Source: an optimization exercise on an open RTL-to-GDS flow (aim: small area). Production flows keep margins and buffers that such runs may drop.
In this exercise RTL edits were held to simulation tests only and were not proved equivalent to the original.
Power figures rest on the tool's default switching activity, not on a simulated workload.

Setup of rev 12:
// fft_dit_top
module fft_dit_top (
   input  logic        clk,
   input  logic        rst_n,
   input  logic [15:0] in_x,
   input  logic        in_nd,
   output logic [15:0] out_x,
   output logic        out_nd,
   output logic        overflow
);
Size in the first run: ~37 I/O pins, about 22000 µm² of cells after synthesis.
Settings: LEC_CHECK=0, CAP_MARGIN=20, CORE_MARGIN=2, CORE_UTILIZATION=40, CTS_BUF_LIST=sky130_fd_sc_hd__clkbuf_16, CTS_CLUSTER_DIAMETER=60, CTS_CLUSTER_SIZE=30, SLEW_MARGIN=20; clock period 10.0 ns.
run.sh (not shown) runs the stock make flow with config.mk's settings and CLKGATE_MAP_FILE= SYNTH_SCRIPT=/design/flow/synth_recipe.tcl, a recipe that flattens the netlist after the stock synthesis.
> inputs changed (rev 12 -> rev 13)
--- a/flow/config.mk
+++ b/flow/config.mk
@@ -10,5 +10,5 @@
 export CORE_UTILIZATION = 40
-export CTS_BUF_LIST = sky130_fd_sc_hd__clkbuf_16
-export CTS_CLUSTER_DIAMETER = 60
-export CTS_CLUSTER_SIZE = 30
+export CTS_BUF_LIST = sky130_fd_sc_hd__clkbuf_8
+export CTS_CLUSTER_DIAMETER = 50
+export CTS_CLUSTER_SIZE = 18
 export SLEW_MARGIN = 20
Findings:
Data required time at the worst endpoint for rev 13: 70 ps up relative to rev 12. On maximum operating frequency, rev 12 and rev 13 are neck and neck. Rev 13 ended up with a higher count of clock-buffer cells in the layout than rev 12 did.

========
job 6905:
fft_dit_top, a different RTL version from the one above (not shown whole).
Size: about 1500 cells after synthesis, about 560 flip-flops, about 0.021 mm^2 of cells after synthesis.
==> flow/design.v (excerpt) <==
module fft_dit_top (
   input  logic        clk,
   input  logic        rst_n,
   input  logic [15:0] in_x,
   input  logic        in_nd,
   output logic [15:0] out_x,
   output logic        out_nd,
   output logic        overflow
);
==> flow/config.mk <==
export PLATFORM = sky130hd
export DESIGN_NAME = fft_dit_top
export DESIGN_NICKNAME = fft_dit_top
export VERILOG_FILES = /design/flow/design.v
export SDC_FILE = /design/flow/constraint.sdc
export NUM_CORES = 4
export LEC_CHECK = 0
export CAP_MARGIN = 20
export CORE_MARGIN = 2
export CORE_UTILIZATION = 60
export CTS_BUF_LIST = sky130_fd_sc_hd__clkbuf_8
export CTS_CLUSTER_DIAMETER = 50
export CTS_CLUSTER_SIZE = 18
export GPL_ROUTABILITY_DRIVEN = 0
export GPL_TIMING_DRIVEN = 0
export SLEW_MARGIN = 20
==> flow/constraint.sdc <==
create_clock -name core_clock -period 10.0 [get_ports {clk}]
set_input_delay 2.0000 -clock core_clock [delete_from_list [all_inputs] [get_ports {clk}]]
set_output_delay 2.0000 -clock core_clock [all_outputs]
set_load 0.01 [all_outputs]
--- input diff job 6905..job 4380 ---
- CTS_BUF_LIST now sky130_fd_sc_hd__clkbuf_4, was sky130_fd_sc_hd__clkbuf_8
- CTS_CLUSTER_DIAMETER now 40, was 50
- GPL_ROUTABILITY_DRIVEN no longer set, was 0
- CORE_UTILIZATION now 40, was 60
- CTS_CLUSTER_SIZE now 10, was 18
- GPL_TIMING_DRIVEN no longer set, was 0
Results
A launching instance or port of the critical path of u_ctrl.rot[1] is what job 4380 shows, while u_ctrl.stage[0] belongs to job 6905. Utilization of the core after routing is higher on job 6905. No stage failed in job 4380, and the final checks on the layout all came back clean. Global-route total usage across every layer for job 4380 is lower than for job 6905. Job 4380 -> job 6905: post-synthesis simple-gate area fraction delta 0, exact match. Count of nets after finishing went down slightly going from job 6905 to job 4380.
Modified inputs, job 2649 compared to job 4380
- swapping 40 for 50 in CTS_CLUSTER_DIAMETER
- swapping sky130_fd_sc_hd__clkbuf_4 for sky130_fd_sc_hd__clkbuf_8 in CTS_BUF_LIST
- swapping 10 for 18 in CTS_CLUSTER_SIZE
==> comparison <==
Summary of job 2649 over job 4380: final wirelength fell by about 0.9%; design area fell by 400 um^2; area added between synthesis and finish decreased by 1.9 points relative to the old numbers; power share of the clock group has decreased. Number of sequential cells: job 4380 vs job 2649 identical. Compared with job 4380, in job 2649 register-to-register slack went up by 30 ps; count of non-filler cells in the finished layout went down by 2.7%.
--- input diff job 2649..job 6268 ---
- changing CORE_UTILIZATION from 40 to 60
- changing SLEW_MARGIN from 20 to 5
- changing CAP_MARGIN from 20 to 5
- The die used by job 6268 is smaller than the one used by job 2649.
- [compare] base=job 2649 new=job 6268: post-synthesis to final-layout area growth lower; cell count down 11%; post-layout minimum cycle time grew by 62 ps; count of clock-buffer cells in the layout moved up.
- Relative to job 2649, the final cell area reported for job 6268 is lower.
- Job 2649 -> job 6268: via count decreased slightly
- Starting density of the core | job 6268 above job 2649
- Job 6268 vs. job 2649: number of buffers created by CTS went down by 4.3%.
- STATUS total power: job 6268 loses against job 2649

========
Setup of garnet:
Another version of the RTL of fft_dit_top (not shown whole).
Size: about 1500 cells after synthesis, roughly 37 I/O pins.
==> flow/config.mk <==
export PLATFORM = sky130hd
export DESIGN_NAME = fft_dit_top
export DESIGN_NICKNAME = fft_dit_top
export VERILOG_FILES = /design/flow/design.v
export SDC_FILE = /design/flow/constraint.sdc
export NUM_CORES = 4
export LEC_CHECK = 0
export CAP_MARGIN = 20
export CORE_MARGIN = 2
export CORE_UTILIZATION = 60
export CTS_BUF_LIST = sky130_fd_sc_hd__clkbuf_8
export CTS_CLUSTER_DIAMETER = 50
export CTS_CLUSTER_SIZE = 18
export SLEW_MARGIN = 20
==> flow/constraint.sdc <==
create_clock -name core_clock -period 10.0 [get_ports {clk}]
set_input_delay 2.0000 -clock core_clock [delete_from_list [all_inputs] [get_ports {clk}]]
set_output_delay 2.0000 -clock core_clock [all_outputs]
set_load 0.01 [all_outputs]
standard.sh (not shown) runs the stock make flow with config.mk's settings and CLKGATE_MAP_FILE= SYNTH_SCRIPT=/design/flow/synth_recipe.tcl, a recipe that flattens the netlist after the stock synthesis.
==> flow/flow/run.sh <==
#!/bin/bash
# Own flow: the standard layout, with the port buffers made of the
# smallest buffer cell instead of the default choice.
set -o pipefail
cp standard.sh standard_copy.sh.txt 2>/dev/null
export BUFFER_PORTS_ARGS="-buffer_cell sky130_fd_sc_hd__buf_1"
bash standard.sh > standard.log 2>&1
The inputs of lagoon differ from those of garnet as listed below.
- a change of CORE_UTILIZATION from 60 to 80
==> flow/run.sh (new file) <==
#!/bin/bash
# synth_recipe.tcl (not shown) runs the flow's synth.tcl, then flattens the netlist and writes it again
# the make line also repeats each setting of config.mk as NAME=value (left out here)
make -C /OpenROAD-flow-scripts/flow DESIGN_CONFIG=/design/flow/config.mk WORK_HOME=/design/flow/orfs CLKGATE_MAP_FILE= SYNTH_SCRIPT=/design/flow/synth_recipe.tcl finish
removed: flow/flow/run.sh
removed: flow/standard.sh
Findings:
lagoon finished every step from synthesis to the final layout, and the layout passed the timing, DRC and antenna checks.
The final reports for lagoon and garnet show power consumption lower in the former.
Summary of lagoon over garnet: count of nets left with antenna violations after detail routing did not really move; wire length reported by the detailed router climbed 9.8%; time the final worst path needs with I/O delays and setup went up 460 ps; share of synthesized cell area in full adder, half adder and majority cells has remained practically unchanged.
[lagoon] worst-margin pin slew rose 66 ps relative to garnet
Input changes introduced in willow (baseline for comparison: lagoon):
- a change of CORE_UTILIZATION from 80 to 60
--- outcome ---
- Worst-case clock skew: willow vs lagoon down 12 ps
- Taking lagoon as the reference, in willow total power of the final layout now sits higher, clock edge transition at the registers on the reported setup and hold paths about even.
- In the flow results for willow and lagoon, the routed wire length is smaller on willow.
What maple does differently from willow at the input level:
- a change of CTS_BUF_LIST from sky130_fd_sc_hd__clkbuf_8 to sky130_fd_sc_hd__clkbuf_8 sky130_fd_sc_hd__clkbuf_16
Results
maple completed end to end with timing, DRC and antenna clean.
Sort willow and maple by maximum vdd ir drop, ascending, and willow comes first.
When maple is measured against willow, its critical path data required time turns out 80 ps lower.
Core util | maple vs willow | maple higher
On slack of the critical path: between willow and maple, it ends up lower for maple.
maple gives more met1 routing resource usage after global routing than willow did.
Routed wire length delta (willow -> maple): insignificant
Row synthesis-to-layout area growth: maple higher / willow lower
Proportion of total power due to net switching: willow and maple compared, lower one is maple
Going from willow to maple, the final area was found to have gone up by 550 sq um.

==> static timing again, ports no longer ideal <==
How much do the figures lean on ideal ports? The routed layouts below were timed once more, with nothing changed but the port constraints.
Step 1, drivers: a clkbuf_16 drives clk and a buf_2 each remaining input, both assumed.
Step 2 adds t to the input delays and takes it off the output delays; t is the mean of the earliest and latest rising clock arrival at the registers after step 1. Input paths then give back, and output paths get back, about the clock's delay inside the block.
Slacks: ideal ports / drivers / drivers and shift; pairs: ideal ports / drivers.
run	t (ns)	setup slack, ns	hold WS [ns]	latest minus earliest clock arrival (ns)	worst data-port slew with drivers (ns)
rev 12	0.629	1.680 / 1.680 / 1.680	0.315 / 0.315 / 0.315	0.032 / 0.031	0.08
rev 13	0.695	1.674 / 1.674 / 1.674	0.326 / 0.326 / 0.326	0.033 / 0.034	0.09
job 6905	0.690	2.652 / 2.652 / 2.652	0.320 / 0.320 / 0.320	0.033 / 0.033	0.04
job 4380	0.883	2.677 / 2.677 / 2.677	0.307 / 0.307 / 0.307	0.078 / 0.077	0.04
job 2649	0.695	2.706 / 2.706 / 2.706	0.314 / 0.314 / 0.314	0.056 / 0.057	0.04
job 6268	0.690	2.644 / 2.644 / 2.644	0.303 / 0.303 / 0.303	0.054 / 0.054	0.06
garnet	0.690	2.544 / 2.544 / 2.544	0.311 / 0.311 / 0.311	0.043 / 0.044	0.04
lagoon	0.621	2.088 / 2.088 / 2.088	0.320 / 0.320 / 0.320	0.046 / 0.047	0.05
willow	0.698	2.231 / 2.231 / 2.231	0.325 / 0.325 / 0.325	0.034 / 0.034	0.04
maple	0.628	2.199 / 2.199 / 2.199	0.325 / 0.325 / 0.325	0.019 / 0.020	0.04
After both steps setup and hold are still met in every run listed.
